What follows belongs to an exercise in optimizing a design on an open flow for small area, a short achievable clock period and few clock cycles; a production flow would make more cautious choices.
RTL that was checked went through simulation tests only; none was proved equivalent to the original.
Only the layout flow was run in runs 2 to 5; the RTL was not checked for function there.
Power figures rest on the tool's default switching activity, not on a simulated workload.

==> flow/design.v <==
`timescale 1ns / 1ps
package cmdp_pkg;
    localparam int JOINT_COUNT_DEF = 6;
    localparam logic [7:0] CH_NUL   = 8'h00;
    localparam logic [7:0] CH_PLUS  = 8'h2B;
    localparam logic [7:0] CH_MINUS = 8'h2D;
    localparam logic [7:0] CH_DIG1  = 8'h31;
    localparam logic [7:0] CH_A     = 8'h41;
    localparam logic [7:0] CH_E     = 8'h45;
    localparam logic [7:0] CH_J     = 8'h4A;
    localparam logic [7:0] CH_M     = 8'h4D;
    localparam logic [7:0] CH_O     = 8'h4F;
    localparam logic [7:0] CH_S     = 8'h53;
    localparam logic [7:0] CH_T     = 8'h54;
    localparam logic [7:0] CH_V     = 8'h56;
    localparam logic [4:0] P_M    = 5'd0;    
    localparam logic [4:0] P_O    = 5'd1;    
    localparam logic [4:0] P_V    = 5'd2;    
    localparam logic [4:0] P_E    = 5'd3;    
    localparam logic [4:0] P_J    = 5'd4;    
    localparam logic [4:0] P_JD   = 5'd5;    
    localparam logic [4:0] P_N1   = 5'd6;    
    localparam logic [4:0] P_S    = 5'd7;    
    localparam logic [4:0] P_SA   = 5'd8;    
    localparam logic [4:0] P_SD   = 5'd9;    
    localparam logic [4:0] P_N2   = 5'd10;   
    localparam logic [4:0] P_T    = 5'd11;   
    localparam logic [4:0] P_TA   = 5'd12;   
    localparam logic [4:0] P_TD   = 5'd13;   
    localparam logic [4:0] P_N3   = 5'd14;   
    localparam logic [4:0] P_TT   = 5'd15;   
    localparam logic [4:0] P_N4   = 5'd16;   
    localparam logic [4:0] P_END  = 5'd17;   
    localparam logic [4:0] P_FAIL = 5'd18;   
    function automatic logic is_ws(logic [7:0] c);
        is_ws = (c == 8'h20) || ((c >= 8'h09) && (c <= 8'h0D));
    endfunction
    function automatic logic is_digit(logic [7:0] c);
        is_digit = (c >= 8'h30) && (c <= 8'h39);
    endfunction
endpackage
`timescale 1ns / 1ps
module cmdp_parser
(
    input  logic        clk,
    input  logic        rst_n,
    input  logic        in_v,
    input  logic [7:0]  ch,
    output logic        push,        
    output logic [1:0]  push_lane,   
    output logic        push_bank,
    output logic [31:0] value,       
    output logic        term,        
    output logic        term_acc,
    output logic        term_bank
);
    logic [4:0]  pos_reg,  pos_next;
    logic [2:0]  jn_reg,   jn_next;
    logic        sgn_reg,  sgn_next;    
    logic        dig_reg,  dig_next;    
    logic        neg_reg,  neg_next;
    logic        bank_reg;
    logic [31:0] acc_reg;
    logic        take_digit;
    logic        nul;
    logic        ws;
    logic        digit;
    logic        jdig;
    logic        in_num;
    logic [4:0]  after;        
    logic [7:0]  lit;          
    logic        skip_ws;
    logic [4:0]  lit_next;
    logic [35:0]        t;
    logic [35:0]        a;
    logic [35:0]        sd;
    logic [3:0]         d;
    logic               nd;
    logic [31:0]        acc_new;
    assign nul   = (ch == cmdp_pkg::CH_NUL);
    assign ws    = cmdp_pkg::is_ws(ch);
    assign digit = cmdp_pkg::is_digit(ch);
    assign jdig  = (ch == (cmdp_pkg::CH_DIG1 + {5'd0, jn_reg}));
    assign in_num = (pos_reg == cmdp_pkg::P_N1) || (pos_reg == cmdp_pkg::P_N2) ||
                    (pos_reg == cmdp_pkg::P_N3) || (pos_reg == cmdp_pkg::P_N4);
    always_comb
    begin
        case (pos_reg)
            cmdp_pkg::P_N1: after = cmdp_pkg::P_S;
            cmdp_pkg::P_N2: after = cmdp_pkg::P_T;
            cmdp_pkg::P_N3: after = (jn_reg == 3'd5) ? cmdp_pkg::P_TT : cmdp_pkg::P_J;
            default:        after = cmdp_pkg::P_END;
        endcase
    end
    assign nd      = neg_reg;
    assign d       = ch[3:0];
    assign a       = dig_reg ? {{4{acc_reg[31]}}, acc_reg} : 36'd0;
    assign sd      = nd ? (36'd0 - {32'd0, d}) : {32'd0, d};
    assign t       = (a << 3) + (a << 1) + sd;
    assign acc_new = ((t[35:31] != 5'h00) && (t[35:31] != 5'h1F)) ? {nd, {31{!nd}}} : t[31:0];
    always_comb
    begin
        lit      = cmdp_pkg::CH_DIG1 + {5'd0, jn_reg};
        skip_ws  = 1'b0;
        lit_next = cmdp_pkg::P_FAIL;
        case ((in_num && dig_reg && !digit) ? after : pos_reg)
            cmdp_pkg::P_M:  begin lit = cmdp_pkg::CH_M; lit_next = cmdp_pkg::P_O; end
            cmdp_pkg::P_O:  begin lit = cmdp_pkg::CH_O; lit_next = cmdp_pkg::P_V; end
            cmdp_pkg::P_V:  begin lit = cmdp_pkg::CH_V; lit_next = cmdp_pkg::P_E; end
            cmdp_pkg::P_E:  begin lit = cmdp_pkg::CH_E; lit_next = cmdp_pkg::P_J; end
            cmdp_pkg::P_J:  begin lit = cmdp_pkg::CH_J; lit_next = cmdp_pkg::P_JD; skip_ws = 1'b1; end
            cmdp_pkg::P_JD: lit_next = cmdp_pkg::P_N1;
            cmdp_pkg::P_S:  begin lit = cmdp_pkg::CH_S; lit_next = cmdp_pkg::P_SA; skip_ws = 1'b1; end
            cmdp_pkg::P_SA: begin lit = cmdp_pkg::CH_A; lit_next = cmdp_pkg::P_SD; end
            cmdp_pkg::P_SD: lit_next = cmdp_pkg::P_N2;
            cmdp_pkg::P_T:  begin lit = cmdp_pkg::CH_T; lit_next = cmdp_pkg::P_TA; skip_ws = 1'b1; end
            cmdp_pkg::P_TA: begin lit = cmdp_pkg::CH_A; lit_next = cmdp_pkg::P_TD; end
            cmdp_pkg::P_TD: lit_next = cmdp_pkg::P_N3;
            cmdp_pkg::P_TT: begin lit = cmdp_pkg::CH_T; lit_next = cmdp_pkg::P_N4; skip_ws = 1'b1; end
            default:        ;
        endcase
    end
    always_comb
    begin
        pos_next   = pos_reg;
        jn_next    = jn_reg;
        sgn_next   = sgn_reg;
        dig_next   = dig_reg;
        neg_next   = neg_reg;
        take_digit = 1'b0;
        push       = 1'b0;
        if (in_v && !nul)
        begin
            if (in_num)
            begin
                if (dig_reg)
                begin
                    if (digit)
                        take_digit = 1'b1;
                    else
                    begin
                        push     = (pos_reg != cmdp_pkg::P_N4);
                        dig_next = 1'b0;
                        neg_next = 1'b0;
                        if (pos_reg == cmdp_pkg::P_N3)
                            jn_next = jn_reg + 3'd1;
                        if (pos_reg == cmdp_pkg::P_N4)
                            pos_next = cmdp_pkg::P_END;
                        else if (ws)
                            pos_next = after;
                        else if (ch == lit)
                            pos_next = lit_next;
                        else
                            pos_next = cmdp_pkg::P_FAIL;
                    end
                end
                else if (sgn_reg)
                begin
                    if (digit)
                    begin
                        take_digit = 1'b1;
                        sgn_next   = 1'b0;
                        dig_next   = 1'b1;
                    end
                    else
                        pos_next = cmdp_pkg::P_FAIL;
                end
                else if (ws)
                    ;
                else if ((ch == cmdp_pkg::CH_PLUS) || (ch == cmdp_pkg::CH_MINUS))
                begin
                    sgn_next = 1'b1;
                    neg_next = (ch == cmdp_pkg::CH_MINUS);
                end
                else if (digit)
                begin
                    take_digit = 1'b1;
                    dig_next   = 1'b1;
                end
                else
                    pos_next = cmdp_pkg::P_FAIL;
            end
            else if ((pos_reg == cmdp_pkg::P_END) || (pos_reg == cmdp_pkg::P_FAIL))
                ;
            else if (skip_ws && ws)
                ;
            else if ((pos_reg == cmdp_pkg::P_JD) || (pos_reg == cmdp_pkg::P_SD) ||
                     (pos_reg == cmdp_pkg::P_TD))
                pos_next = jdig ? lit_next : cmdp_pkg::P_FAIL;
            else
                pos_next = (ch == lit) ? lit_next : cmdp_pkg::P_FAIL;
        end
        if (in_v && nul)
        begin
            pos_next = cmdp_pkg::P_M;
            jn_next  = 3'd0;
            sgn_next = 1'b0;
            dig_next = 1'b0;
            neg_next = 1'b0;
        end
    end
    assign term      = in_v && nul;
    assign term_acc  = (pos_reg == cmdp_pkg::P_END) || ((pos_reg == cmdp_pkg::P_N4) && dig_reg);
    assign term_bank = bank_reg;
    assign push_bank = bank_reg;
    assign push_lane = (pos_reg == cmdp_pkg::P_N1) ? 2'd0 :
                       (pos_reg == cmdp_pkg::P_N2) ? 2'd1 : 2'd2;
    assign value     = acc_reg;
    always_ff @(posedge clk or negedge rst_n)
    begin
        if (!rst_n)
        begin
            pos_reg  <= cmdp_pkg::P_M;
            jn_reg   <= 3'd0;
            sgn_reg  <= 1'b0;
            dig_reg  <= 1'b0;
            neg_reg  <= 1'b0;
            bank_reg <= 1'b0;
        end
        else
        begin
            pos_reg  <= pos_next;
            jn_reg   <= jn_next;
            sgn_reg  <= sgn_next;
            dig_reg  <= dig_next;
            neg_reg  <= neg_next;
            if (term)
                bank_reg <= !bank_reg;
        end
    end
    always_ff @(posedge clk)
    begin
        if (take_digit)
            acc_reg <= acc_new;
    end
endmodule
`timescale 1ns / 1ps
module cmdp_store
(
    input  logic        clk,
    input  logic        rst_n,
    input  logic        push,
    input  logic [1:0]  push_lane,
    input  logic        push_bank,
    input  logic [31:0] value,
    input  logic        term,
    input  logic        term_acc,
    input  logic        term_bank,
    input  logic        zero_taken,
    output logic        busy,
    output logic        rec_valid,
    input  logic        rec_ready,
    output logic [2:0]  rec_record_index,
    output logic [31:0] rec_joint_angle,
    output logic [31:0] rec_start_reload,
    output logic [31:0] rec_target_reload,
    output logic [31:0] rec_duration_ms,
    output logic        rec_accepted,
    output logic        rec_last_record
);
    logic [31:0] lane_a0 [0:5];
    logic [31:0] lane_a1 [0:5];
    logic [31:0] lane_a2 [0:5];
    logic [31:0] lane_b0 [0:5];
    logic [31:0] lane_b1 [0:5];
    logic [31:0] lane_b2 [0:5];
    logic        out_valid;
    logic        out_acc;
    logic        sel_a;
    logic        sel_b;
    logic [2:0]  out_idx;
    logic        out_last;
    logic [31:0] out_dur;
    logic        busy_reg;
    logic        take;
    logic        rd_a;
    logic        rd_b;
    logic [2:0]  sh_a;
    logic [2:0]  sh_b;
    logic        valid_next;
    assign take = out_valid && rec_ready;
    assign rd_a = take && sel_a;
    assign rd_b = take && sel_b;
    always_comb
    begin
        for (int l = 0; l < 3; l++)
        begin
            sh_a[l] = rd_a || (push && !push_bank && (push_lane == 2'(l)));
            sh_b[l] = rd_b || (push &&  push_bank && (push_lane == 2'(l)));
        end
    end
    always_ff @(posedge clk)
    begin
        for (int w = 0; w < 6; w++)
        begin
            if (sh_a[0]) lane_a0[w] <= (w == 5) ? value : lane_a0[(w + 1) % 6];
            if (sh_a[1]) lane_a1[w] <= (w == 5) ? value : lane_a1[(w + 1) % 6];
            if (sh_a[2]) lane_a2[w] <= (w == 5) ? value : lane_a2[(w + 1) % 6];
            if (sh_b[0]) lane_b0[w] <= (w == 5) ? value : lane_b0[(w + 1) % 6];
            if (sh_b[1]) lane_b1[w] <= (w == 5) ? value : lane_b1[(w + 1) % 6];
            if (sh_b[2]) lane_b2[w] <= (w == 5) ? value : lane_b2[(w + 1) % 6];
        end
    end
    assign valid_next = term || (out_valid && !(take && out_last));
    always_ff @(posedge clk or negedge rst_n)
    begin
        if (!rst_n)
        begin
            out_valid <= 1'b0;
            busy_reg  <= 1'b0;
        end
        else
        begin
            out_valid <= valid_next;
            busy_reg  <= valid_next || zero_taken;
        end
    end
    always_ff @(posedge clk)
    begin
        if (term)
        begin
            out_acc  <= term_acc;
            sel_a    <= term_acc && !term_bank;
            sel_b    <= term_acc &&  term_bank;
            out_idx  <= 3'd0;
            out_last <= !term_acc;
            out_dur  <= term_acc ? value : 32'd0;
        end
        else if (take)
        begin
            out_idx  <= out_idx + 3'd1;
            out_last <= (out_idx == 3'd4);
        end
    end
    assign busy              = busy_reg;
    assign rec_valid         = out_valid;
    assign rec_record_index  = out_idx;
    assign rec_joint_angle   = ({32{sel_a}} & lane_a0[0]) | ({32{sel_b}} & lane_b0[0]);
    assign rec_start_reload  = ({32{sel_a}} & lane_a1[0]) | ({32{sel_b}} & lane_b1[0]);
    assign rec_target_reload = ({32{sel_a}} & lane_a2[0]) | ({32{sel_b}} & lane_b2[0]);
    assign rec_duration_ms   = out_dur;
    assign rec_accepted      = out_acc;
    assign rec_last_record   = out_last;
endmodule
`timescale 1ns / 1ps
module motion_command_text_parser_top
(
    input  logic          clk,
    input  logic          rst_n,
    input  logic          cmd_valid,
    output logic          cmd_ready,
    input  logic [7:0]    cmd_ch,
    output logic          rec_valid,
    input  logic          rec_ready,
    output logic [2:0]    rec_record_index,
    output logic [31:0]   rec_joint_angle,
    output logic [31:0]   rec_start_reload,
    output logic [31:0]   rec_target_reload,
    output logic [31:0]   rec_duration_ms,
    output logic          rec_accepted,
    output logic          rec_last_record
);
    logic        busy;
    logic        in_v;
    logic [7:0]  in_ch;
    logic        push;
    logic [1:0]  push_lane;
    logic        push_bank;
    logic [31:0] value;
    logic        term;
    logic        term_acc;
    logic        term_bank;
    assign cmd_ready = !busy || (cmd_ch != 8'h00);
    always_ff @(posedge clk or negedge rst_n)
    begin
        if (!rst_n)
            in_v <= 1'b0;
        else
            in_v <= cmd_valid && cmd_ready;
    end
    always_ff @(posedge clk)
        in_ch <= cmd_ch;
    cmdp_parser u_parser (
        .clk       (clk),
        .rst_n     (rst_n),
        .in_v      (in_v),
        .ch        (in_ch),
        .push      (push),
        .push_lane (push_lane),
        .push_bank (push_bank),
        .value     (value),
        .term      (term),
        .term_acc  (term_acc),
        .term_bank (term_bank)
    );
    cmdp_store u_store (
        .clk               (clk),
        .rst_n             (rst_n),
        .push              (push),
        .push_lane         (push_lane),
        .push_bank         (push_bank),
        .value             (value),
        .term              (term),
        .term_acc          (term_acc),
        .term_bank         (term_bank),
        .zero_taken        (cmd_valid && cmd_ready && (cmd_ch == 8'h00)),
        .busy              (busy),
        .rec_valid         (rec_valid),
        .rec_ready         (rec_ready),
        .rec_record_index  (rec_record_index),
        .rec_joint_angle   (rec_joint_angle),
        .rec_start_reload  (rec_start_reload),
        .rec_target_reload (rec_target_reload),
        .rec_duration_ms   (rec_duration_ms),
        .rec_accepted      (rec_accepted),
        .rec_last_record   (rec_last_record)
    );
endmodule
==> flow/flow/run.sh <==
#!/bin/bash
# Own layout flow: the standard ORFS flow (standard.sh, unchanged synthesis),
# with the port buffers made from a plain buffer cell instead of the one
# buffer_ports picks by default. Every input and output port still gets a buffer.
set -euo pipefail
export BUFFER_PORTS_ARGS="-buffer_cell sky130_fd_sc_hd__buf_2"
export SETUP_SLACK_MARGIN=10.3
bash standard.sh > standard.log 2>&1
==> flow/standard.sh <==
#!/bin/bash
# synth_recipe.tcl (not shown) runs the flow's synth.tcl, then flattens the netlist and writes it again
# the make line also repeats each setting of config.mk as NAME=value (left out here)
make -C /OpenROAD-flow-scripts/flow DESIGN_CONFIG=/design/flow/config.mk WORK_HOME=/design/flow/orfs CLKGATE_MAP_FILE= SYNTH_SCRIPT=/design/flow/synth_recipe.tcl "${@:-finish}"
==> flow/config.mk <==
export PLATFORM = sky130hd
export DESIGN_NAME = motion_command_text_parser_top
export DESIGN_NICKNAME = motion_command_text_parser_top
export VERILOG_FILES = /design/flow/design.v
export SDC_FILE = /design/flow/constraint.sdc
export NUM_CORES = 4
export LEC_CHECK = 0
export CAP_MARGIN = 20
export CORE_MARGIN = 2
export CORE_UTILIZATION = 70
export CTS_BUF_LIST = sky130_fd_sc_hd__clkbuf_8
export CTS_CLUSTER_DIAMETER = 60
export CTS_CLUSTER_SIZE = 20
export SLEW_MARGIN = 20
==> flow/constraint.sdc <==
create_clock -name core_clock -period 18.0 [get_ports {clk}]
set_input_delay 3.6000 -clock core_clock [delete_from_list [all_inputs] [get_ports {clk}]]
set_output_delay 3.6000 -clock core_clock [all_outputs]
set_load 0.01 [all_outputs]
==> metrics.md, run 1 <==
| Metric | Value |
|---|---|
| Reg2Reg Setup Slack | around 12 ns |
| Placer Congestion | 0.831 |
| Post-synth EDFFs | 1220 |
| Final WL | 63.8 mm |
| Adder-Cell Fraction of Synth Area | 0.0274 |
| Fraction of layout cells with a size suffix above 1 | 0.136 |
| Global route overflow | 0 |
| Crit path max fanout | 2 |
| Crit path required time | 14.40 ns |
| Worst Slack Setup Final | 10.12 ns |
| Mux cell area share after synthesis | 0.00882 |
| Largest family of logic cells by synthesized area | compound AO/OA/AOI/OAI gates |
| Die Y-Extent | 252 um |
| Largest net degree at the start of global routing | 85 |
| Worst setup path category | in2out |
| CP Cell Sequence | buf_6 > nor4_4 > nand3_1 > buf_2 |
| CTS max path bufs | 3 |
| Post-Synth XOR/XNOR Area | 0.00894 |
| Non-Filler Instances | around 3000 |
| Ys Warns | 9 |
| Most frequent cells in the layout | edfxtp_1, buf_2, a22o_1, clkbuf_8, and2_1 |
| Placed cells | 2912 |
| Crit. End Element | output port |
| Worst skew pair latency | 0.71 ns |
| Syn_area_per_cell | 21.4 um^2 |
| H-tree depth | 3 |
| #FFs+latches synth | 1246 |
| Sequential area share after synthesis | 0.866 |
| Count of cell types in the netlist | 79 |
| Port Buffers | 146 |
| DRC viols | 0 |
| Critical path launch point type | input pin |
| PwrDens | 100 nW/um^2 |
| Initial Utilization | 0.711 |
| DP Worst Slack | 9.97 ns |
| Crit path arrival time | 4.28 ns |
| Via count | 17700 |
| Async S/R FF share, synth | 0.0120 |
| Critical-path top delay cell | nor4_4 |
| Synth Area in Compound Gates | 0.0488 |
| Die ar. | 63400 um^2 |
| Worst VDD drop | 78.3 uV |
| Root buf cell | clkbuf_8 |
| Slew Limit Fails | 0 |
| Fin. Hold Viols | 0 |
| Total track usage | 0.205 |
| Worst-margin pin slew | around 1.1 ns |
| Setup TNS | 0 ns |
| Worst Hold Class | reg2reg |
| # IOs | ~150 |
| Fmax | 127 MHz |
| TritonCTS clock tree | yes |
| Clk_skew | between 0.03 and 0.04 ns |
| Simple-gate portion of the synthesized area | 0.0320 |
| Worst slew margin | 0.286 |
| DP Wirelength | ~38 mm |
| Core area | 60500 um^2 |
| Synth Flop Type | edfxtp_1 |
| CTS buffer count | 75 |
| Initial antenna violation count | 2 |
| Most common cell after layout, fill and taps aside | edfxtp_1 |
| Post-route ant nets | 0 |
| Routed len/inst | 21.2 um |
| Syn Inst Count | approximately 2000 |
| Syn Std Cell Area | 43000 um^2 |
| Worst hold slack | 0.414 ns |
| Row count | 90 |
| Final #Nets | 2295 |
| Max-cap violation count | 0 |
| Global-route wire length before repair | 98.3 mm |
| TritonRoute pass-1 iters | 5 |
| Clock-pin slew on the worst setup and hold paths | 0.11 ns |
| Fin crit share | 0.438 |
| Crit path time final | just under 8 ns |
| Post-CTS Hold Buffers | 0 |
| Vias in the first global route | 17700 |
| First-iteration detailed-routing DRC count | 1556 |
| Die X-Extent | 252 um |
| # setup viols final | 0 |
| Setup bufs post-CTS | 0 |
| Net count after synthesis | roughly 2100 |
| Vias per inst | 5.88 |
| Worst stage delay on the critical path | 0.29 ns |
| Clk sinks | 1246 |
| P_leak | roughly 15 nW |
| Status | complete, no violations |
| Area growth syn-to-layout | 7.17% |
| RSZ-0062 raised after global routing | yes |
==> what timing repair did <==
item                       4_1_cts  5_1_grt
resized for setup                8        0
cloned                           0        0
pin swaps                        3        1
setup endpoints to repair        1        1
==> cell families after synthesis <==
kind of cell               after synthesis
AOI/OAI and AO/OA                      285
muxes                                   35
xor gates and xnor gates                43
buffers and inverters                   76
adders and majority gates               75
DFF                                   1246
and+or+nand+nor                        249
==> critical path, delay by kind of cell <==
family / cells / cell delay (ns)
AND/OR/NAND/NOR: 2 / 0.42
buffers and inverters: 2 / 0.26
==> routing by layer <==
layer  GRT usage  up-vias  part of all wire
met5           0        -                 0
met4      0.0597        0             0.019
met3      0.0289       89             0.042
met2       0.338      407              0.49
met1       0.296     8921              0.45
li1            -     8269                 -
==> report_power, final <==
part           leakage (nW)  internal (mW)  total, mW  switching (mW)
Sequential             11.2           3.17       3.19          0.0197
Clock                 0.646          0.419       1.19           0.770
Combinational          3.46         0.0985      0.238           0.139
Total                  15.3           3.69       4.62           0.929
==> cells in the mapped netlist, types with 4 or more instances <==
cell,instances,area share
a211oi_1,4,0.00070
a21o_1,19,0.0033
a21oi_1,51,0.0059
a22o_1,97,0.020
a31oi_1,12,0.0017
and2_1,72,0.010
and3_1,4,0.00058
buf_1,4,0.00035
buf_2,5,0.00058
buf_6,5,0.0013
clkbuf_1,37,0.0032
dfrtp_1,15,0.0087
dfxtp_1,11,0.0051
edfxtp_1,1220,0.85
fa_1,32,0.015
ha_1,43,0.013
inv_1,22,0.0019
mux2i_1,30,0.0070
nand2_1,45,0.0039
nand2b_1,6,0.00087
nand3_1,25,0.0029
nand4_1,8,0.0012
nor2_1,36,0.0031
nor2b_1,10,0.0015
nor3_1,15,0.0017
nor4_1,5,0.00073
o21a_1,11,0.0019
o21ai_0,38,0.0044
o21ai_1,6,0.00070
o31ai_1,6,0.0010
or3_1,5,0.00073
xnor2_1,26,0.0053
xor2_1,16,0.0033
==> path summary, 6_finish.rpt <==
path | start | end | cells past startpoint
min in group asynchronous | rst_n | u_parser.pos_reg[4] | 1
worst min register to register | u_store.lane_a2[1][22] | u_store.lane_a2[0][22] | 0
worst max-delay path | cmd_ch[2] | cmd_ready | 4
worst max register to register | in_ch[0] | u_parser.acc_reg[1] | 17
worst min-delay path | u_store.lane_a2[1][22] | u_store.lane_a2[0][22] | 0
max in group asynchronous | rst_n | u_parser.pos_reg[1] | 1
==> cell type report <==
class                           instances  area, um^2
Timing Repair Buffer                  174         990
Antenna cell                            1        2.50
Tap cell                              782         978
Multi-Input combinational cell        687        5520
Inverter                               24        91.3
Fill cell                            3199       14400
Clock inverter                         18         180
Clock buffer                           77        1060
Sequential cell                      1246       37200
==> stage by stage <==
stage          utilization  total power [mW]  cell area, um^2
6_report             0.762              4.62            46100
4_1_cts              0.761              4.66            46000
3_5_place_dp         0.740              3.49            44700
3_3_place_gp         0.740              3.48            44700
2_1_floorplan            -              3.45            43000
5_1_grt              0.762              4.77            46100
Testbench counts, summed over its fixed seeds: cycles 74,613.
==> inputs of run 2 (changes only) <==
--- a/flow/design.v
+++ b/flow/design.v
@@ -74,6 +74,8 @@
     logic [35:0]        t;
     logic [35:0]        a;
     logic [35:0]        sd;
+    logic               sat_p;
+    logic               sat_n;
     logic [3:0]         d;
     logic               nd;
     logic [31:0]        acc_new;
@@ -97,7 +99,9 @@
     assign a       = dig_reg ? {{4{acc_reg[31]}}, acc_reg} : 36'd0;
     assign sd      = nd ? (36'd0 - {32'd0, d}) : {32'd0, d};
     assign t       = (a << 3) + (a << 1) + sd;
-    assign acc_new = ((t[35:31] != 5'h00) && (t[35:31] != 5'h1F)) ? {nd, {31{!nd}}} : t[31:0];
+    assign sat_p   = !nd && ((acc_reg > 32'd214748364) || ((acc_reg == 32'd214748364) && (d >= 4'd8)));
+    assign sat_n   =  nd && (($signed(acc_reg) < -32'sd214748364) || (($signed(acc_reg) == -32'sd214748364) && (d == 4'd9)));
+    assign acc_new = (dig_reg && (sat_p || sat_n)) ? {nd, {31{!nd}}} : t[31:0];
     always_comb
     begin
         lit      = cmdp_pkg::CH_DIG1 + {5'd0, jn_reg};
@@ -265,20 +269,22 @@
     logic [31:0] lane_b1 [0:5];
     logic [31:0] lane_b2 [0:5];
     logic        out_valid;
-    logic        out_acc;
     logic        sel_a;
     logic        sel_b;
     logic [2:0]  out_idx;
-    logic        out_last;
     logic [31:0] out_dur;
     logic        busy_reg;
+    logic        out_acc;
+    logic        out_last;
     logic        take;
     logic        rd_a;
     logic        rd_b;
     logic [2:0]  sh_a;
     logic [2:0]  sh_b;
     logic        valid_next;
-    assign take = out_valid && rec_ready;
+    assign out_acc  = sel_a || sel_b;
+    assign out_last = !out_acc || (out_idx[2] && out_idx[0]);
+    assign take     = out_valid && rec_ready;
     assign rd_a = take && sel_a;
     assign rd_b = take && sel_b;
     always_comb
@@ -319,17 +325,14 @@
     begin
         if (term)
         begin
-            out_acc  <= term_acc;
             sel_a    <= term_acc && !term_bank;
             sel_b    <= term_acc &&  term_bank;
             out_idx  <= 3'd0;
-            out_last <= !term_acc;
             out_dur  <= term_acc ? value : 32'd0;
         end
         else if (take)
         begin
             out_idx  <= out_idx + 3'd1;
-            out_last <= (out_idx == 3'd4);
         end
     end
     assign busy              = busy_reg;
==> flow/flow/run.sh (replaced) <==
#!/bin/bash
# Own layout flow: the standard ORFS flow (standard.sh, unchanged synthesis),
# with the port buffers made from a plain buffer cell instead of the one
# buffer_ports picks by default. Every input and output port still gets a buffer.
set -euo pipefail
export BUFFER_PORTS_ARGS="-buffer_cell sky130_fd_sc_hd__buf_1"
export SETUP_SLACK_MARGIN=10.3
bash standard.sh > standard.log 2>&1
--- a/flow/config.mk
+++ b/flow/config.mk
@@ -9,6 +9,6 @@
 export CORE_MARGIN = 2
 export CORE_UTILIZATION = 70
 export CTS_BUF_LIST = sky130_fd_sc_hd__clkbuf_8
-export CTS_CLUSTER_DIAMETER = 60
-export CTS_CLUSTER_SIZE = 20
+export CTS_CLUSTER_DIAMETER = 50
+export CTS_CLUSTER_SIZE = 16
 export SLEW_MARGIN = 20
==> run 2 against run 1 <==
Effect of this change: fmax grew 0.31%; worst hold slack lost 0.012 ns; sequential power shrank 2%; via count grew 3.5%; cell count grew 1.6%; die area shrank 0.74%; critical path type unchanged; highest routed layer unchanged.
==> metrics.md, run 2 <==
| Metric | Value |
|---|---|
| Status | complete, no violations |
| Reg2Reg Setup Slack | 12.61 ns (+0.91 ns) |
| Most frequent cells in the layout | edfxtp_1, buf_1, clkbuf_8, a22o_1, nand2_1 |
| Vias in the first global route | 18400 (+3.8%) |
| Synth Flop Type | edfxtp_1 |
| Cell taking the most area after synthesis | edfxtp_1 |
| Non-Filler Instances | 3057 (+1.6%) |
| Combinational share of power | 0.014 (-0.038) |
| Global-route wire length before repair | 107 mm (+8.9%) |
| Die X-Extent | 251 um (-0.37%) |
| Fin. Hold Viols | 0 (unchanged) |
| Largest family of logic cells by synthesized area | compound AO/OA/AOI/OAI gates |
| CP Cell Sequence | buf_8 > nor4_4 > nand3_1 > buf_2 |
| Area growth syn-to-layout | 8.60% |
| Post-route ant nets | 0 (unchanged) |
| Synth area leaders | edfxtp_1, a22o_1, fa_1 |
| Final core occ | 0.769 (+0.00725) |
| Sw frac | 0.192 (-0.00914) |
| Vias per inst | 5.99 (+1.9%) |
| Initial antenna violation count | 3 (+1) |
| Global route overflow | 0 (unchanged) |
| Fin crit share | 0.436 (-0.00137) |
| Hold Crit Endpoint | u_store.lane_a0[2][12] |
| Sequential cell area | 37200 um^2 (-0.16%) |
| Most instantiated library cell after synthesis | edfxtp_1 |
| Post-Synth XOR/XNOR Area | 0.00698 (-0.00196) |
| Yosys top cell area share | 0.858 (+0.00507) |
| P_leak | 15.2 nW (-0.93%) |
| Crit path arrival time | 4.25 ns (-0.03 ns) |
| Die Y-Extent | 251 um (-0.37%) |
| Fraction of layout cells with a size suffix above 1 | 0.0888 (-0.0469) |
| Clk sinks | 1244 (-0.16%) |
| Post-synth EDFFs | 1218 (-0.16%) |
| Core area | 60200 um^2 (-0.37%) |
| Crit. End Element | output port |
| DRC viols | 0 (unchanged) |
| Sequential area share after synthesis | 0.872 (+0.00517) |
| Clock-pin slew on the worst setup and hold paths | 0.10 ns (about the same) |
| Count of cell types in the netlist | 77 (-2.5%) |
| Setup TNS | 0 ns (unchanged) |
| TritonRoute pass-1 iters | 5 (unchanged) |
| FF-to-FF Start | u_parser.pos_reg[2] |
| First-iteration detailed-routing DRC count | 1788 (+15%) |
| RSZ-0062 raised after global routing | yes |
| Syn_area_per_cell | 21.3 um^2 (-0.26%) |
| Worst hold path stage count | 0 (unchanged) |
| # IOs | 147 (unchanged) |
| Die ar. | 62900 um^2 (-0.74%) |
| Net count after synthesis | 2078 (-0.86%) |
| Sequential share of power | 0.670 (-0.021) |
| Crit path max fanout | 2 (unchanged) |
| Port Buffers | 146 (unchanged) |
| Placer Congestion | 0.837 (+0.72%) |
| Syn Inst Count | 1999 (-0.50%) |
| Final WL | 70.4 mm (+10%) |
| Simple-gate portion of the synthesized area | 0.0338 (+0.00174) |
| H-tree depth | 3 (unchanged) |
| Clock power share | 0.316 (+0.058) |
| Critical path launch point type | input pin |
| Worst hold slack | 0.402 ns (-0.0122 ns) |
| Worst Hold Class | reg2reg |
| Final Power | 4.69 mW (+1.6%) |
| Worst skew pair latency | 0.72 ns (about the same) |
| Fmax | 127 MHz (+0.31%) |
| Crit path required time | 14.40 ns (about the same) |
| Worst stage delay on the critical path | 0.28 ns (about the same) |
| CTS buffer count | 99 (+32%) |
| Crit path time final | 7.85 ns (-0.0246 ns) |
| #FFs+latches synth | 1244 (-0.16%) |
| # setup viols final | 0 (unchanged) |
| Most common cell after layout, fill and taps aside | edfxtp_1 |
| TritonCTS clock tree | yes |
| Via count | 18300 (+3.5%) |
| Critical-path top delay cell | nor4_4 |
| Max-cap violation count | 0 (unchanged) |
| Worst-margin pin slew | 1.17 ns (+0.0992 ns) |
| CTS max path bufs | 3 (unchanged) |
| Clk_skew | 0.0336 ns (-0.00392 ns) |
| Row count | 90 (unchanged) |
| Reg2Reg Depth | 10 (-7) |
| Final #Nets | 2304 (+0.39%) |
| Root buf cell | clkbuf_8 |
| PwrDens | 101 nW/um^2 (+1.1%) |
| Reg2reg end | u_store.lane_b2[2][18] |
| Hold wc startpoint | u_store.lane_a0[3][12] |
| Synth Area in Compound Gates | 0.0545 (+0.00574) |
| Placed cells | 2896 (-0.55%) |
| Adder-Cell Fraction of Synth Area | 0.0248 (-0.00267) |
| Total track usage | 0.228 (+0.0224) |
| Multi-input gate area | 5310 um^2 (-3.9%) |
| Routed len/inst | 23.0 um (+8.6%) |
| Worst slew margin | 0.220 (-0.0662) |
| Power Internal | 3.79 mW (+2.8%) |
| Largest net degree at the start of global routing | 193 (+130%) |
| N_diodes | 0 (-1) |
| Most frequent cells after synthesis | edfxtp_1, a22o_1, nand2_1 |
| Initial Utilization | 0.708 (-0.00272) |
| Worst setup path category | in2out |
| Fillers | 3051 (-4.6%) |
| NetSw | 902 uW (-3.0%) |
| Mux cell area share after synthesis | 0.00144 (-0.00738) |
| Async S/R FF share, synth | 0.0121 (+0.0000194) |
| Ys Warns | 9 (unchanged) |
| Slew Limit Fails | 0 (unchanged) |
| DP Wirelength | 40.3 mm (+6.7%) |
| Worst VDD drop | 78.6 uV (+0.35%) |
| Syn Std Cell Area | 42700 um^2 (-0.75%) |
==> run 2: layer usage <==
layer / part of all wire / global-route usage / up-vias
li1: - / - / 8355
met1: 0.43 / 0.328 / 9229
met2: 0.50 / 0.373 / 601
met3: 0.055 / 0.0373 / 122
met4: 0.022 / 0.0607 / 0
met5: 0 / 0 / -
==> run 2: logic make-up after synthesis <==
group,count (synthesis)
flip-flops,1244
AO/OA/AOI/OAI,303
AND/OR/NAND/NOR,272
buffers and inverters,73
adder cells (fa/ha/maj),67
XOR/XNOR,34
multiplexers,6
==> run 2: worst max-delay path by stage <==
stage | start | to | cells after the start
after floorplan | u_parser.pos_reg[2] | u_store.lane_a0[0][0] | 8
after global placement | cmd_ch[1] | cmd_ready | 4
after detailed placement | cmd_ch[1] | cmd_ready | 4
after CTS | cmd_ch[2] | cmd_ready | 4
after global routing | cmd_ch[0] | cmd_ready | 4
final | cmd_ch[0] | cmd_ready | 4
==> run 2: layout make-up <==
type	count	share of cell area
Sequential cell	1244	0.802
Multi-Input combinational cell	682	0.115
Inverter	22	0.00178
Clock inverter	48	0.0101
Clock buffer	103	0.0306
Tap cell	782	0.0211
Timing Repair Buffer	176	0.0193
==> run 2: through the flow <==
stage	area, um^2	setup WS (ns)
after floorplan	42700	7.16
after global placement	44200	10.07
after detailed placement	44200	10.06
after CTS	46200	10.14
after global routing	46300	10.11
final	46300	10.15
==> run 2: critical path: cells and delay by family <==
| family | cells | cell delay, ns |
|---|---|---|
| buffers and inverters | 2 | 0.26 |
| AND/OR/NAND/NOR | 2 | 0.40 |
==> run 2: what timing repair did <==
action | in CTS | in global routing
cloned | 0 | 0
pin swaps | 3 | 3
buffers inserted | 6 | 1
hold buffers | 0 | 0
setup endpoints to repair | 1 | 1
resized for setup | 12 | 5
==> run 2: power by group through the flow <==
stage / Combinational (mW) / Sequential [mW] / Clock [mW]
global placement: 0.0616 / 3.21 / 0
finish: 0.0662 / 3.14 / 1.48
CTS: 0.0655 / 3.14 / 1.52
global route: 0.0740 / 3.15 / 1.61
floorplan: 0.0498 / 3.21 / 0
detailed placement: 0.0636 / 3.21 / 0
==> inputs of run 3 (changes only) <==
--- a/flow/config.mk
+++ b/flow/config.mk
@@ -8,7 +8,7 @@
 export CAP_MARGIN = 20
 export CORE_MARGIN = 2
 export CORE_UTILIZATION = 70
-export CTS_BUF_LIST = sky130_fd_sc_hd__clkbuf_8
-export CTS_CLUSTER_DIAMETER = 50
-export CTS_CLUSTER_SIZE = 16
+export CTS_BUF_LIST = sky130_fd_sc_hd__clkbuf_16
+export CTS_CLUSTER_DIAMETER = 60
+export CTS_CLUSTER_SIZE = 24
 export SLEW_MARGIN = 20
==> run 3 against run 2 <==
Effect of this change: still clean on timing, DRC and antenna; first-iteration DRC count decreased by 7.3%; utilization barely moved; die area unchanged; sequential cell count is the same; worst hold slack improved by 0.0088 ns; clock power rose by 5%; via count up 0.78%; routed wire length up 5.8%; synthesized area did not move; design area barely moved; clock-buffer cell count down 36; non-clock buffer count decreased by 2; critical endpoint unchanged; largest cell class unchanged.
==> metrics.md, run 3 <==
| Metric | Value |
|---|---|
| Status | complete, no violations |
| Yosys top cell area share | 0.858 (unchanged) |
| Worst-margin pin slew | 1.25 ns (+0.0772 ns) |
| TritonCTS clock tree | yes |
| Ys Warns | 9 (unchanged) |
| H-tree depth | 3 (unchanged) |
| Die Y-Extent | 251 um (unchanged) |
| Worst VDD drop | 92.8 uV (+18%) |
| Clk_skew | 0.0356 ns (+0.00196 ns) |
| CTS buffer count | 67 (-32%) |
| Die X-Extent | 251 um (unchanged) |
| Post-route ant nets | 0 (unchanged) |
| Most common cell after layout, fill and taps aside | edfxtp_1 |
| Via count | 18400 (+0.78%) |
| Initial antenna violation count | 4 (+1) |
| Slew Limit Fails | 0 (unchanged) |
| Placer Congestion | 0.837 (unchanged) |
| Global-route wire length before repair | 113 mm (+5.4%) |
| #FFs+latches synth | 1244 (unchanged) |
| Syn Std Cell Area | 42700 um^2 (unchanged) |
| Final #Nets | 2270 (-1.5%) |
| Synth Flop Type | edfxtp_1 |
| Fraction of layout cells with a size suffix above 1 | 0.0660 (-0.0228) |
| TritonRoute pass-1 iters | 5 (unchanged) |
| Crit path time final | 7.89 ns (+0.0314 ns) |
| Net count after synthesis | 2078 (unchanged) |
| Clock-pin slew on the worst setup and hold paths | 0.09 ns (about the same) |
| Final Power | 4.77 mW (+1.7%) |
| Worst setup path category | in2out |
| Vias in the first global route | 18800 (+2.6%) |
| Worst Hold Class | reg2reg |
| Critical path launch point type | input pin |
| Global route overflow | 0 (unchanged) |
| Async S/R FF share, synth | 0.0121 (unchanged) |
| Max-cap violation count | 0 (unchanged) |
| Area after DPL | 44200 um^2 (unchanged) |
| Initial Utilization | 0.708 (unchanged) |
| RSZ-0062 raised after global routing | yes |
| Final WL | 74.5 mm (+5.8%) |
| Core area | 60200 um^2 (unchanged) |
| Sequential area share after synthesis | 0.872 (unchanged) |
| Worst slew margin | 0.169 (-0.0514) |
| DP Wirelength | 40.3 mm (unchanged) |
| Clk sinks | 1244 (unchanged) |
| Worst skew pair latency | 0.62 ns (-0.10 ns) |
| PwrDens | 103 nW/um^2 (+1.7%) |
| Post-synth EDFFs | 1218 (unchanged) |
| Fmax | 127 MHz (-0.40%) |
| # IOs | 147 (unchanged) |
| Fin area | 46300 um^2 (about the same) |
| Fin crit share | 0.438 (+0.00174) |
| Worst hold slack | 0.411 ns (+0.00882 ns) |
| Cell taking the most area after synthesis | edfxtp_1 |
| First-iteration detailed-routing DRC count | 1658 (-7.3%) |
| Crit path required time | 14.40 ns (about the same) |
| Synth area leaders | edfxtp_1, a22o_1, fa_1 |
| Setup TNS | 0 ns (unchanged) |
| Most instantiated library cell after synthesis | edfxtp_1 |
| P_leak | 15.1 nW (-0.29%) |
| Fin. Hold Viols | 0 (unchanged) |
| Most frequent cells in the layout | edfxtp_1, buf_1, a22o_1, nand2_1, clkbuf_16 |
| Vias per inst | 6.16 (+2.9%) |
| Crit path max fanout | 2 (unchanged) |
| Most frequent cells after synthesis | edfxtp_1, a22o_1, nand2_1 |
| Largest net degree at the start of global routing | 193 (unchanged) |
| Count of cell types in the netlist | 77 (unchanged) |
| # setup viols final | 0 (unchanged) |
| Syn Inst Count | 1999 (unchanged) |
| CTS max path bufs | 3 (unchanged) |
| Fillers | 3070 (+0.62%) |
| Crit path arrival time | 4.29 ns (+0.04 ns) |
| Port Buffers | 146 (unchanged) |
| Final core occ | 0.769 (about the same) |
| Root buf cell | clkbuf_16 |
| Routed len/inst | 24.9 um (+8.0%) |
| Syn_area_per_cell | 21.3 um^2 (unchanged) |
| Die ar. | 62900 um^2 (unchanged) |
| Row count | 90 (unchanged) |
| Total track usage | 0.241 (+0.0134) |
| Area growth syn-to-layout | 8.65% (about the same) |
| DRC viols | 0 (unchanged) |
| Crit. End Element | output port |
-- run 3: changes by cell type in the layout (fill, tap and decap cells not counted), moves of 2 or more --
cell / before / now
inv_8: 4 / 1
clkinv_1: 7 / 2
clkbuf_16: 0 / 67
clkinvlp_4: 5 / 2
clkbuf_8: 103 / 0
bufinv_16: 6 / 2
inv_6: 9 / 4
inv_1: 29 / 27
clkinv_2: 6 / 0
-- run 3: worst max-delay path: stages --
cell	delay (ns)
buf_8	0.10
nor4_4	0.30
nand3_1	0.13
buf_2	0.16
-- run 3: area by class of cell --
type	instances	area [um^2]	share of cell area
sequential	1244	37200	0.802
timing repair buffer	174	871	0.0188
tap	782	978	0.0211
antenna	1	2.50	0.0000540
clock buffer	67	1680	0.0362
clock inverter	23	248	0.00535
inverter	22	82.6	0.00178
multi-input combinational	682	5310	0.115
-- run 3: worst paths after layout --
check                                             from                endpoint  slack (ns)  depth (start not counted)
worst max register to register     u_parser.pos_reg[2]  u_store.lane_b2[0][17]       12.64                         10
min in group asynchronous                        rst_n        u_parser.sgn_reg        3.14                          1
max in group asynchronous                        rst_n     u_parser.pos_reg[1]       14.22                          1
worst min register to register  u_store.lane_b2[5][15]  u_store.lane_b2[4][15]        0.41                          0
worst min-delay path            u_store.lane_b2[5][15]  u_store.lane_b2[4][15]        0.41                          0
worst max-delay path                         cmd_ch[4]               cmd_ready       10.11                          4
-- run 3: power by group --
part	internal (mW)	leakage, nW	switching, mW
Sequential	3.13	11.2	0.0113
Combinational	0.0260	3.00	0.0401
Clock	0.718	0.958	0.845
-- run 3: routing by layer --
metal	GRT usage	routed length, um	up-vias
met4	0.0725	1820	0
li1	-	-	8273
met1	0.344	31100	9444
met2	0.400	37600	608
met3	0.0315	3930	124
met5	0	0	-
-- run 3: logic make-up (layout without fill, tap and decap cells) --
family	Yosys count	in the layout	share of synthesized area
xor gates and xnor gates	34	34	0.00698
AOI/OAI and AO/OA	303	303	0.0545
adders and majority gates	67	67	0.0248
buffers and inverters	73	286	0.00704
and+or+nand+nor	272	272	0.0338
DFF	1244	1244	0.872
muxes	6	6	0.00144
other	0	1	0
-- run 3: through the flow --
step / instances / worst slack (ns)
floorplan: 1999 / 7.16
global placement: 2896 / 10.07
detailed placement: 2896 / 10.06
CTS: 2992 / 10.14
global route: 2994 / 10.07
finish: 2995 / 10.11
-- run 3: repair_timing --
| action | 4_1_cts | 5_1_grt |
|---|---|---|
| hold buffers | 0 | 0 |
| buffers inserted | 6 | 0 |
| endpoints found under the setup margin | 1 | 1 |
| gates resized for setup | 12 | 5 |
| pin swaps | 3 | 2 |
==> inputs of run 4 (changes only) <==
==> flow/flow/run.sh (replaced) <==
#!/bin/bash
# Own layout flow: the standard ORFS flow (standard.sh, with the standard
# synthesis unchanged) plus:
#  - port buffers made from a plain buffer cell (every port still gets one);
#  - cr.tcl after floorplan: a fast two-level copy of the cmd_ready logic drives
#    the cmd_ready port (the synthesized logic keeps driving the internal loads);
#  - repair_timing asked for extra setup margin;
#  - CTS without dummy loads.
set -euo pipefail
W=$(pwd)
export BUFFER_PORTS_ARGS="-buffer_cell sky130_fd_sc_hd__buf_1"
export SETUP_SLACK_MARGIN=10.4
export POST_FLOORPLAN_TCL="$W/flow/cr.tcl"
export CTS_ARGS="-sink_clustering_enable -repair_clock_nets -buf_list sky130_fd_sc_hd__clkbuf_8 -sink_clustering_size 18 -sink_clustering_max_diameter 55 -dont_use_dummy_load"
bash standard.sh > standard.log 2>&1
==> flow/flow/cr.tcl (new file) <==
# Rebuild the cmd_ready output cone as a fast two-level NOR/NAND tree:
#   cmd_ready = ~busy | (cmd_ch != 0) = NAND4(NOR2(c0,c1), NOR2(c2,c3), NOR2(c4,c5), NOR3(c6,c7,~busy))
# The logic synthesis made stays in place for the internal loads of cmd_ready.
set block [ord::get_db_block]
set crnet [$block findNet cmd_ready]
# driver of cmd_ready and its other loads
set drv ""
foreach it [$crnet getITerms] {
  if {[$it isOutputSignal]} { set drv $it }
}
puts "cmd_ready driver: [[$drv getInst] getName] [[[$drv getInst] getMaster] getName]"
set inet [odb::dbNet_create $block cr_internal]
$drv disconnect
$drv connect $inet
foreach it [$crnet getITerms] {
  $it disconnect
  $it connect $inet
}
# busy flop output
set busy ""
foreach inst [$block getInsts] {
  if {[string match "*busy_reg*" [$inst getName]]} { set busy $inst }
}
puts "busy flop: [$busy getName]"
set busynet [[$busy findITerm Q] getNet]
proc mk {block master name} {
  set m [[ord::get_db] findMaster $master]
  return [odb::dbInst_create $block $m $name]
}
proc net {block name} { return [odb::dbNet_create $block $name] }
set nb [net $block cr_busy_n]
set i [mk $block sky130_fd_sc_hd__inv_1 cr_inv]
[$i findITerm A] connect $busynet
[$i findITerm Y] connect $nb
set outs {}
foreach {k a b} {0 0 1 1 2 3 2 4 5} {
  set n [net $block cr_n$k]
  set g [mk $block sky130_fd_sc_hd__nor2_2 cr_nor$k]
  [$g findITerm A] connect [$block findNet "cmd_ch\[$a\]"]
  [$g findITerm B] connect [$block findNet "cmd_ch\[$b\]"]
  [$g findITerm Y] connect $n
  lappend outs $n
}
set n [net $block cr_n3]
set g [mk $block sky130_fd_sc_hd__nor3_2 cr_nor3]
[$g findITerm A] connect [$block findNet "cmd_ch\[6\]"]
[$g findITerm B] connect [$block findNet "cmd_ch\[7\]"]
[$g findITerm C] connect $nb
[$g findITerm Y] connect $n
lappend outs $n
set g [mk $block sky130_fd_sc_hd__nand4_2 cr_nand]
foreach p {A B C D} o $outs { [$g findITerm $p] connect $o }
[$g findITerm Y] connect $crnet
--- a/flow/config.mk
+++ b/flow/config.mk
@@ -8,7 +8,4 @@
 export CAP_MARGIN = 20
 export CORE_MARGIN = 2
 export CORE_UTILIZATION = 70
-export CTS_BUF_LIST = sky130_fd_sc_hd__clkbuf_16
-export CTS_CLUSTER_DIAMETER = 60
-export CTS_CLUSTER_SIZE = 24
 export SLEW_MARGIN = 20
==> run 4 against run 3 <==
Effect of this change: clock power down 25%; largest cell class unchanged; combinational power down 0.9%; largest power group unchanged; utilization down 1.2 points; design area down 1.5%; sequential share of layout area up 1.2 points; worst hold slack worse by 0.030 ns; setup slack better by 0.20 ns.
==> metrics.md, run 4 <==
| Metric | Value |
|---|---|
| Sequential area share after synthesis | 0.872 (unchanged) |
| Status | complete, no violations |
| Via count | 18100 (-1.9%) |
| Syn Inst Count | 1999 (unchanged) |
| Count of cell types in the netlist | 77 (unchanged) |
| H-tree depth | 3 (unchanged) |
| TritonRoute pass-1 iters | 5 (unchanged) |
| Worst Hold Class | reg2reg |
| P_leak | 14.8 nW (-2.2%) |
| Final #Nets | 2291 (+0.93%) |
| Crit. End Element | output port |
| Die ar. | 62900 um^2 (unchanged) |
| Crit path arrival time | 4.09 ns (-0.20 ns) |
| Most frequent cells after synthesis | edfxtp_1, a22o_1, nand2_1 |
| Worst Slack Setup Final | 10.31 ns (+0.199 ns) |
| Global route overflow | 0 (unchanged) |
| Fraction of layout cells with a size suffix above 1 | 0.0706 (+0.00458) |
| DRC viols | 0 (unchanged) |
| Syn_area_per_cell | 21.3 um^2 (unchanged) |
| Max-cap violation count | 0 (unchanged) |
| Most common cell after layout, fill and taps aside | edfxtp_1 |
| Post-synth EDFFs | 1218 (unchanged) |
| #FFs+latches synth | 1244 (unchanged) |
| Worst setup path category | in2out |
| # IOs | 147 (unchanged) |
| Cell taking the most area after synthesis | edfxtp_1 |
| First-iteration detailed-routing DRC count | 1704 (+2.8%) |
| Crit path max fanout | 2 (unchanged) |
| Ys Warns | 9 (unchanged) |
| Routed len/inst | 23.2 um (-6.7%) |
| Final Power | 4.38 mW (-8.2%) |
| Worst stage delay on the critical path | 0.15 ns (-0.15 ns) |
| Worst skew pair latency | 0.70 ns (+0.08 ns) |
| Vias per inst | 6.05 (-1.8%) |
| Clk sinks | 1244 (unchanged) |
| Fmax | 130 MHz (+2.6%) |
| Worst-margin pin slew | 1.03 ns (-0.219 ns) |
| TritonCTS clock tree | yes |
| Core area | 60200 um^2 (unchanged) |
| Row count | 90 (unchanged) |
| Die X-Extent | 251 um (unchanged) |
| Die Y-Extent | 251 um (unchanged) |
| RSZ-0062 raised after global routing | yes |
| Critical path launch point type | input pin |
| Synth Flop Type | edfxtp_1 |
| Root buf cell | clkbuf_8 |
| Initial Utilization | 0.708 (unchanged) |
| Reg2Reg Setup Slack | 12.49 ns (-0.15 ns) |
| Net count after synthesis | 2078 (unchanged) |
| Synth area leaders | edfxtp_1, a22o_1, fa_1 |
| Async S/R FF share, synth | 0.0121 (unchanged) |
| Global-route wire length before repair | 105 mm (-7.2%) |
| PwrDens | 96.0 nW/um^2 (-6.8%) |
| Worst VDD drop | 80.2 uV (-14%) |
| Clock-pin slew on the worst setup and hold paths | 0.10 ns (about the same) |
| CTS buffer count | 85 (+27%) |
| DP Wirelength | 40.7 mm (+1.1%) |
| Vias in the first global route | 18100 (-3.8%) |
| Setup TNS | 0 ns (unchanged) |
| Yosys top cell area share | 0.858 (unchanged) |
| Critical-path top delay cell | nor3_4 |
| Port Buffers | 146 (unchanged) |
| Area growth syn-to-layout | 7.00% |
| Crit path time final | 7.69 ns (-0.199 ns) |
| CP Cell Sequence | buf_8 > nor3_4 > nand4_2 > buf_2 |
| DP Worst Slack | 10.20 ns (+0.139 ns) |
| Slew Limit Fails | 0 (unchanged) |
| Clk_skew | 0.0809 ns (+0.0454 ns) |
| Fin. Hold Viols | 0 (unchanged) |
| Final WL | 69.4 mm (-6.7%) |
| Placer Congestion | 0.863 (+3.2%) |
| Initial antenna violation count | 11 (+7) |
| Fin crit share | 0.427 (-0.0111) |
| Worst slew margin | 0.315 (+0.146) |
| Total track usage | 0.224 (-0.0171) |
| Syn Std Cell Area | 42700 um^2 (unchanged) |
| # setup viols final | 0 (unchanged) |
| CTS max path bufs | 3 (unchanged) |
| Post-route ant nets | 0 (unchanged) |
| Crit path required time | 14.40 ns (about the same) |
| Largest net degree at the start of global routing | 193 (unchanged) |
| Most frequent cells in the layout | edfxtp_1, buf_1, a22o_1, clkbuf_8, nand2_1 |
| Most instantiated library cell after synthesis | edfxtp_1 |
## run 4: worst paths after layout
path                                       start                     end  cells past startpoint
hold / removal             u_store.lane_a1[5][7]   u_store.lane_a1[4][7]                      0
min in group asynchronous                  rst_n       u_store.out_valid                      1
hold reg to reg            u_store.lane_a1[5][7]   u_store.lane_a1[4][7]                      0
max in group asynchronous                  rst_n     u_parser.pos_reg[2]                      1
setup reg to reg             u_parser.pos_reg[2]  u_store.lane_a1[1][28]                     10
setup / recovery                       cmd_ch[7]               cmd_ready                      4
## run 4: through the flow
stage / hold WS (ns) / util / instance area (um^2) / std cells
after global routing: 0.387 / 0.758 / 45600 / 2993
final: 0.380 / 0.758 / 45600 / 2993
after global placement: 0.400 / 0.736 / 44300 / 2903
after detailed placement: 0.405 / 0.736 / 44300 / 2903
after CTS: 0.380 / 0.756 / 45500 / 2989
after floorplan: 0.400 / - / 42700 / 1999
## run 4: what timing repair did
item                                   CTS  global route
pin swaps                                5             0
setup endpoints to repair                1             1
setup buffers                            1             0
gates resized for setup                 17             0
endpoints found under the hold margin    0             0
hold buffers                             0             0
## run 4: kinds of logic (layout without fill, tap and decap cells)
kind of cell,Yosys count,count (layout),synth area share
multiplexers,6,6,0.00144
buffers and inverters,73,279,0.00704
adder cells (fa/ha/maj),67,67,0.0248
other,0,1,0
XOR/XNOR,34,34,0.00698
flip-flops,1244,1244,0.872
AO/OA/AOI/OAI,303,303,0.0545
AND/OR/NAND/NOR,272,277,0.0338
## run 4: area by class of cell
cell class | instances | area [um^2]
diodes | 1 | 2.50
clock buffers | 85 | 1170
fillers | 3097 | 14600
inverters | 23 | 86.3
multi-input cells | 687 | 5370
flip-flops and latches | 1244 | 37200
well taps | 782 | 978
repair buffers | 171 | 857
## run 4: per-layer routing
metal / vias up / wire length [um] / GRT usage
met5: - / 10 / 0
met4: 2 / 1690 / 0.0715
met3: 121 / 4440 / 0.0367
met2: 603 / 33500 / 0.355
met1: 9091 / 29800 / 0.329
li1: 8282 / - / -
## run 4: report_power, final
group | switching, mW | internal [mW]
Sequential | 0.0108 | 3.13
Clock | 0.746 | 0.424
Combinational | 0.0397 | 0.0258
## run 4: worst max-delay path, delay by kind of cell
family | cells | cell delay (ns)
simple gates | 2 | 0.23
buf+inv | 2 | 0.25
==> inputs of run 5 (changes only) <==
--- a/flow/flow/run.sh
+++ b/flow/flow/run.sh
@@ -11,5 +11,5 @@
 export BUFFER_PORTS_ARGS="-buffer_cell sky130_fd_sc_hd__buf_1"
 export SETUP_SLACK_MARGIN=10.4
 export POST_FLOORPLAN_TCL="$W/flow/cr.tcl"
-export CTS_ARGS="-sink_clustering_enable -repair_clock_nets -buf_list sky130_fd_sc_hd__clkbuf_8 -sink_clustering_size 18 -sink_clustering_max_diameter 55 -dont_use_dummy_load"
+export CTS_ARGS="-sink_clustering_enable -repair_clock_nets -buf_list sky130_fd_sc_hd__clkbuf_8 -sink_clustering_size 16 -sink_clustering_max_diameter 50 -dont_use_dummy_load"
 bash standard.sh > standard.log 2>&1
==> run 5 against run 4 <==
Effect of this change: global-route usage up 0.12 points; setup slack about the same; utilization up 0.25 points; combinational power about the same; fmax about the same.
==> metrics.md, run 5 <==
| Metric | Value |
|---|---|
| Status | complete, no violations |
| Worst Slack Setup Final | 10.31 ns (+0.000100 ns) |
| Cell taking the most area after synthesis | edfxtp_1 |
| Max-cap violation count | 0 (unchanged) |
| Worst hold slack | 0.377 ns (-0.00386 ns) |
| PwrDens | 97.1 nW/um^2 (+1.2%) |
| Syn Inst Count | 1999 (unchanged) |
| First-iteration detailed-routing DRC count | 1645 (-3.5%) |
| Sequential area share after synthesis | 0.872 (unchanged) |
| Worst stage delay on the critical path | 0.15 ns (about the same) |
| Yosys top cell area share | 0.858 (unchanged) |
| Combinational share of power | 0.015 (about the same) |
| Fin. Hold Viols | 0 (unchanged) |
| Row count | 90 (unchanged) |
| Non-Filler Instances | 3004 (+0.37%) |
| Die ar. | 62900 um^2 (unchanged) |
| Crit path time final | 7.69 ns (-0.000100 ns) |
| Fin crit share | 0.427 (about the same) |
| Crit path max fanout | 2 (unchanged) |
| CTS max path bufs | 3 (unchanged) |
| CP Cell Sequence | buf_8 > nor3_4 > nand4_2 > buf_2 |
| Root buf cell | clkbuf_8 |
| Top delay family on crit path | buffers and inverters |
| Post-synth EDFFs | 1218 (unchanged) |
| NetSw | 811 uW (+1.8%) |
| Crit path required time | 14.40 ns (about the same) |
| Die X-Extent | 251 um (unchanged) |
| Synth Flop Type | edfxtp_1 |
| Core area | 60200 um^2 (unchanged) |
| # IOs | 147 (unchanged) |
| H-tree depth | 3 (unchanged) |
| TritonCTS clock tree | yes |
| Worst Hold Class | reg2reg |
| Worst slew margin | 0.297 (-0.0177) |
| Syn Std Cell Area | 42700 um^2 (unchanged) |
| CTS buffer count | 96 (+13%) |
| Worst VDD drop | 95.2 uV (+19%) |
| Fraction of layout cells with a size suffix above 1 | 0.0752 (+0.00460) |
| DRC viols | 0 (unchanged) |
| P_leak | 14.9 nW (+0.53%) |
| Clock-pin slew on the worst setup and hold paths | 0.08 ns (-0.02 ns) |
| Via count | 18200 (+0.41%) |
| Routed len/inst | 23.3 um (+0.46%) |
| Total track usage | 0.225 (+0.00119) |
| Sw frac | 0.182 (+0.000527) |
| TritonRoute pass-1 iters | 5 (unchanged) |
| # setup viols final | 0 (unchanged) |
| Global-route wire length before repair | 105 mm (+0.78%) |
| Sequential share of power | 0.707 (-0.011) |
| Initial Utilization | 0.708 (unchanged) |
| GR Layer Usage met1 | 0.331 (+0.00211) |
| Most frequent cells in the layout | edfxtp_1, buf_1, a22o_1, clkbuf_8, nand2_1 |
| Final #Nets | 2302 (+0.48%) |
| Count of cell types in the netlist | 77 (unchanged) |
| Setup TNS | 0 ns (unchanged) |
| Critical path launch point type | input pin |
| Worst setup path category | in2out |
| Largest net degree at the start of global routing | 193 (unchanged) |
| Most instantiated library cell after synthesis | edfxtp_1 |
| GRT met2 Usage | 0.359 (+0.00333) |
| #FFs+latches synth | 1244 (unchanged) |
| Initial antenna violation count | 11 (unchanged) |
| Crit path arrival time | 4.09 ns (about the same) |
| Clk_skew | 0.0939 ns (+0.0130 ns) |
| Placer Congestion | 0.863 (unchanged) |
| Clk sinks | 1244 (unchanged) |
| RSZ-0062 raised after global routing | yes |
| Port Buffers | 146 (unchanged) |
| Async S/R FF share, synth | 0.0121 (unchanged) |
| Vias in the first global route | 18300 (+0.82%) |
| DP Wirelength | 40.7 mm (unchanged) |
| Post-CTS Hold Buffers | 0 (unchanged) |
| Synth area leaders | edfxtp_1, a22o_1, fa_1 |
| Syn_area_per_cell | 21.3 um^2 (unchanged) |
| Net count after synthesis | 2078 (unchanged) |
| DP Worst Slack | 10.20 ns (unchanged) |
| Ys Warns | 9 (unchanged) |
| Met3 usage | 0.0346 (-0.00207) |
| GRT Max-Usage Layer | met2 |
| Post-route ant nets | 0 (unchanged) |
| Final WL | 70.0 mm (+0.83%) |
| Die Y-Extent | 251 um (unchanged) |
| Area growth syn-to-layout | 7.36% |
| Most common cell after layout, fill and taps aside | edfxtp_1 |
| Fmax | 130 MHz (about the same) |
| CP Buf/Inv Count | 2 (unchanged) |
| Worst-margin pin slew | 1.05 ns (+0.0266 ns) |
| Vias per inst | 6.05 (about the same) |
| Slew Limit Fails | 0 (unchanged) |
| Global route overflow | 0 (unchanged) |
| Critical-path top delay cell | nor3_4 |
| Placed cells | 2903 (unchanged) |
| Most frequent cells after synthesis | edfxtp_1, a22o_1, nand2_1 |
| Worst skew pair latency | 0.71 ns (about the same) |
| Power Internal | 3.64 mW (+1.4%) |
| Clock power share | 0.278 (+0.011) |
| Crit. End Element | output port |
[run 5: cell type report]
type / count / area, um^2
flip-flops and latches: 1244 / 37200
repair buffers: 171 / 857
clock buffers: 96 / 1320
well taps: 782 / 978
multi-input cells: 687 / 5370
inverters: 23 / 86.3
diodes: 1 / 2.50
fillers: 3063 / 14500
[run 5: power by group through the flow]
stage	clock network [mW]	registers (mW)	logic, mW
floorplan	0	3.21	0.0500
global placement	0	3.21	0.0629
detailed placement	0	3.21	0.0638
CTS	1.28	3.15	0.0653
global route	1.37	3.15	0.0715
finish	1.24	3.15	0.0655
[run 5: cells by family after synthesis]
kind of cell	count (synthesis)	synth area share
buf+inv	73	0.00704
flops	1244	0.872
xor+xnor	34	0.00698
compound gates	303	0.0545
simple gates	272	0.0338
mux	6	0.00144
fa+ha+maj	67	0.0248
[run 5: metrics by stage]
| step | utilization | power, mW | cell area, um^2 |
|---|---|---|---|
| 5_1_grt | 0.760 | 4.58 | 45800 |
| 6_report | 0.760 | 4.45 | 45800 |
| 3_5_place_dp | 0.736 | 3.28 | 44300 |
| 2_1_floorplan | - | 3.26 | 42700 |
| 3_3_place_gp | 0.736 | 3.27 | 44300 |
| 4_1_cts | 0.758 | 4.49 | 45700 |
[run 5: timing repair]
item | in CTS | in global routing
gates resized for setup | 17 | 0
setup endpoints to repair | 1 | 1
buffers inserted | 1 | 0
pin swaps | 5 | 0
[run 5: path summary, 6_finish.rpt]
path	from	to	slack, ns	cells after the start
setup reg to reg	u_parser.pos_reg[2]	u_store.lane_a1[2][28]	12.46	10
setup / recovery	cmd_ch[7]	cmd_ready	10.31	4
max in group asynchronous	rst_n	u_parser.pos_reg[0]	14.75	1
hold reg to reg	u_store.lane_a0[5][4]	u_store.lane_a0[4][4]	0.38	0
hold / removal	u_store.lane_a0[5][4]	u_store.lane_a0[4][4]	0.38	0
min in group asynchronous	rst_n	u_parser.jn_reg[1]	2.87	1
[run 5: metal layers]
metal / vias up / part of all wire
met1: 9120 / 0.43
met4: 2 / 0.023
met2: 627 / 0.48
met5: - / 0.00014
li1: 8306 / -
met3: 119 / 0.064
==> inputs of run 6 (changes only) <==
--- a/flow/design.v
+++ b/flow/design.v
@@ -100,7 +100,7 @@
     assign sd      = nd ? (36'd0 - {32'd0, d}) : {32'd0, d};
     assign t       = (a << 3) + (a << 1) + sd;
     assign sat_p   = !nd && ((acc_reg > 32'd214748364) || ((acc_reg == 32'd214748364) && (d >= 4'd8)));
-    assign sat_n   =  nd && (($signed(acc_reg) < -32'sd214748364) || (($signed(acc_reg) == -32'sd214748364) && (d == 4'd9)));
+    assign sat_n   =  nd && ((acc_reg[31] && (acc_reg < 32'hF3333334)) || ((acc_reg == 32'hF3333334) && (d == 4'd9)));
     assign acc_new = (dig_reg && (sat_p || sat_n)) ? {nd, {31{!nd}}} : t[31:0];
     always_comb
     begin
--- a/flow/flow/run.sh
+++ b/flow/flow/run.sh
@@ -11,5 +11,5 @@
 export BUFFER_PORTS_ARGS="-buffer_cell sky130_fd_sc_hd__buf_1"
 export SETUP_SLACK_MARGIN=10.4
 export POST_FLOORPLAN_TCL="$W/flow/cr.tcl"
-export CTS_ARGS="-sink_clustering_enable -repair_clock_nets -buf_list sky130_fd_sc_hd__clkbuf_8 -sink_clustering_size 16 -sink_clustering_max_diameter 50 -dont_use_dummy_load"
+export CTS_ARGS="-sink_clustering_enable -repair_clock_nets -buf_list sky130_fd_sc_hd__clkbuf_8 -sink_clustering_size 18 -sink_clustering_max_diameter 55 -dont_use_dummy_load"
 bash standard.sh > standard.log 2>&1
==> run 6 against run 5 <==
Effect of this change: die area barely moved; largest power group unchanged; first-iteration DRC count fell by 18%; fmax barely moved; critical path type unchanged; design area fell by 0.51%; still clean on timing, DRC and antenna; register-to-register slack improved by 0.11 ns; critical endpoint unchanged.
==> metrics.md, run 6 <==
| Metric | Value |
|---|---|
| Max-cap violation count | 0 (unchanged) |
| First-iteration detailed-routing DRC count | 1342 (-18%) |
| # setup viols final | 0 (unchanged) |
| Most frequent cells in the layout | edfxtp_1, buf_1, a22o_1, clkbuf_8, and2_1 |
| Via count | 17800 (-2.1%) |
| Vias per inst | 5.94 (-1.8%) |
| Net count after synthesis | 2075 (-0.14%) |
| Synth area leaders | edfxtp_1, a22o_1, fa_1 |
| Critical path launch point type | input pin |
| CTS buffer count | 83 (-14%) |
| Fraction of layout cells with a size suffix above 1 | 0.0697 (-0.00551) |
| Critical-path top delay cell | buf_2 |
| Row count | 90 (unchanged) |
| Syn_area_per_cell | 21.4 um^2 (+0.15%) |
| H-tree depth | 3 (unchanged) |
| Syn Std Cell Area | 42700 um^2 (about the same) |
| #FFs+latches synth | 1244 (unchanged) |
| Most frequent cells after synthesis | edfxtp_1, a22o_1, and2_1 |
| Vias in the first global route | 17900 (-1.9%) |
| Crit path required time | 14.40 ns (about the same) |
| Initial antenna violation count | 4 (-7) |
| Status | complete, no violations |
| Area growth syn-to-layout | 6.76% |
| Yosys top cell area share | 0.857 (about the same) |
| Crit path max fanout | 3 (+1) |
| TritonCTS clock tree | yes |
| Port Buffers | 146 (unchanged) |
| Initial Utilization | 0.707 (-0.000989) |
| Fin. Hold Viols | 0 (unchanged) |
| Global route overflow | 0 (unchanged) |
| Clock-pin slew on the worst setup and hold paths | 0.10 ns (+0.02 ns) |
| Async S/R FF share, synth | 0.0121 (unchanged) |
| Clk sinks | 1244 (unchanged) |
| Reg2Reg Setup Slack | 12.57 ns (+0.11 ns) |
run 6: logic make-up (layout without fill, tap and decap cells):
| logic type | Yosys count | count (layout) | share of synthesized area |
|---|---|---|---|
| xor gates and xnor gates | 40 | 40 | 0.00821 |
| other | 0 | 1 | 0 |
| and+or+nand+nor | 272 | 277 | 0.0349 |
| DFF | 1244 | 1244 | 0.871 |
| muxes | 5 | 5 | 0.00120 |
| AOI/OAI and AO/OA | 300 | 300 | 0.0537 |
| buffers and inverters | 70 | 278 | 0.00645 |
| adders and majority gates | 66 | 66 | 0.0245 |
run 6: per-layer routing:
| metal | up-vias | routed length [um] | track usage |
|---|---|---|---|
| met5 | - | 0 | 0 |
| met4 | 0 | 1790 | 0.0653 |
| met3 | 111 | 3070 | 0.0331 |
| met2 | 455 | 32300 | 0.346 |
| met1 | 8929 | 29900 | 0.325 |
| li1 | 8291 | - | - |
run 6: path summary, 6_finish.rpt:
| check | startpoint | endpoint | cells past startpoint |
|---|---|---|---|
| setup / recovery | cmd_ch[4] | cmd_ready | 4 |
| hold / removal | u_store.lane_b2[2][4] | u_store.lane_b2[1][4] | 0 |
| setup reg to reg | in_ch[0] | u_parser.acc_reg[31] | 17 |
| hold reg to reg | u_store.lane_b2[2][4] | u_store.lane_b2[1][4] | 0 |
| max in group asynchronous | rst_n | u_parser.sgn_reg | 2 |
| min in group asynchronous | rst_n | u_parser.jn_reg[1] | 1 |
run 6: report_power, final:
part	internal (mW)	total, mW	switching, mW
clock	0.415	1.15	0.733
combinational	0.0703	0.184	0.113
sequential	3.16	3.19	0.0298
total	3.65	4.52	0.876
run 6: layout make-up:
class	count	area, um^2
Timing Repair Buffer	170	797
Multi-Input combinational cell	688	5370
Tap cell	782	978
Inverter	25	93.8
Sequential cell	1244	37200
Fill cell	3211	14800
Clock buffer	83	1140
Antenna cell	1	2.50
run 6: timing repair:
action,4_1_cts,5_1_grt
buffers inserted,1,0
pin swaps,2,2
setup endpoints to repair,1,1
gates resized for setup,5,5
run 6: through the flow:
stage / cell area (um^2) / util / power [mW] / cells / hold slack, ns
3_3_place_gp: 44400 / 0.735 / 3.43 / 2907 / 0.400
2_1_floorplan: 42700 / - / 3.39 / 1997 / 0.400
5_1_grt: 45600 / 0.755 / 4.68 / 2993 / 0.360
6_report: 45600 / 0.755 / 4.52 / 2993 / 0.360
4_1_cts: 45500 / 0.754 / 4.57 / 2991 / 0.362
3_5_place_dp: 44400 / 0.735 / 3.44 / 2907 / 0.405
run 6: worst reg2reg max path: cells and delay by family (launching register included):
kind                       cells  cell delay (ns)
buffers and inverters          3             0.64
AOI/OAI and AO/OA              8             2.64
and+or+nand+nor                3             0.37
DFF                            1             0.50
adders and majority gates      3             1.17
Testbench counts of run 6, summed over its fixed seeds: cycles 74,613.

Check on run 6: ideal ports give 10.321 ns setup slack; a clkbuf_16 on the clock port and buf_2 on the inputs give 10.282 ns; moving port delays by the midpoint clock arrival (0.719 ns) as well gives 10.282 ns.
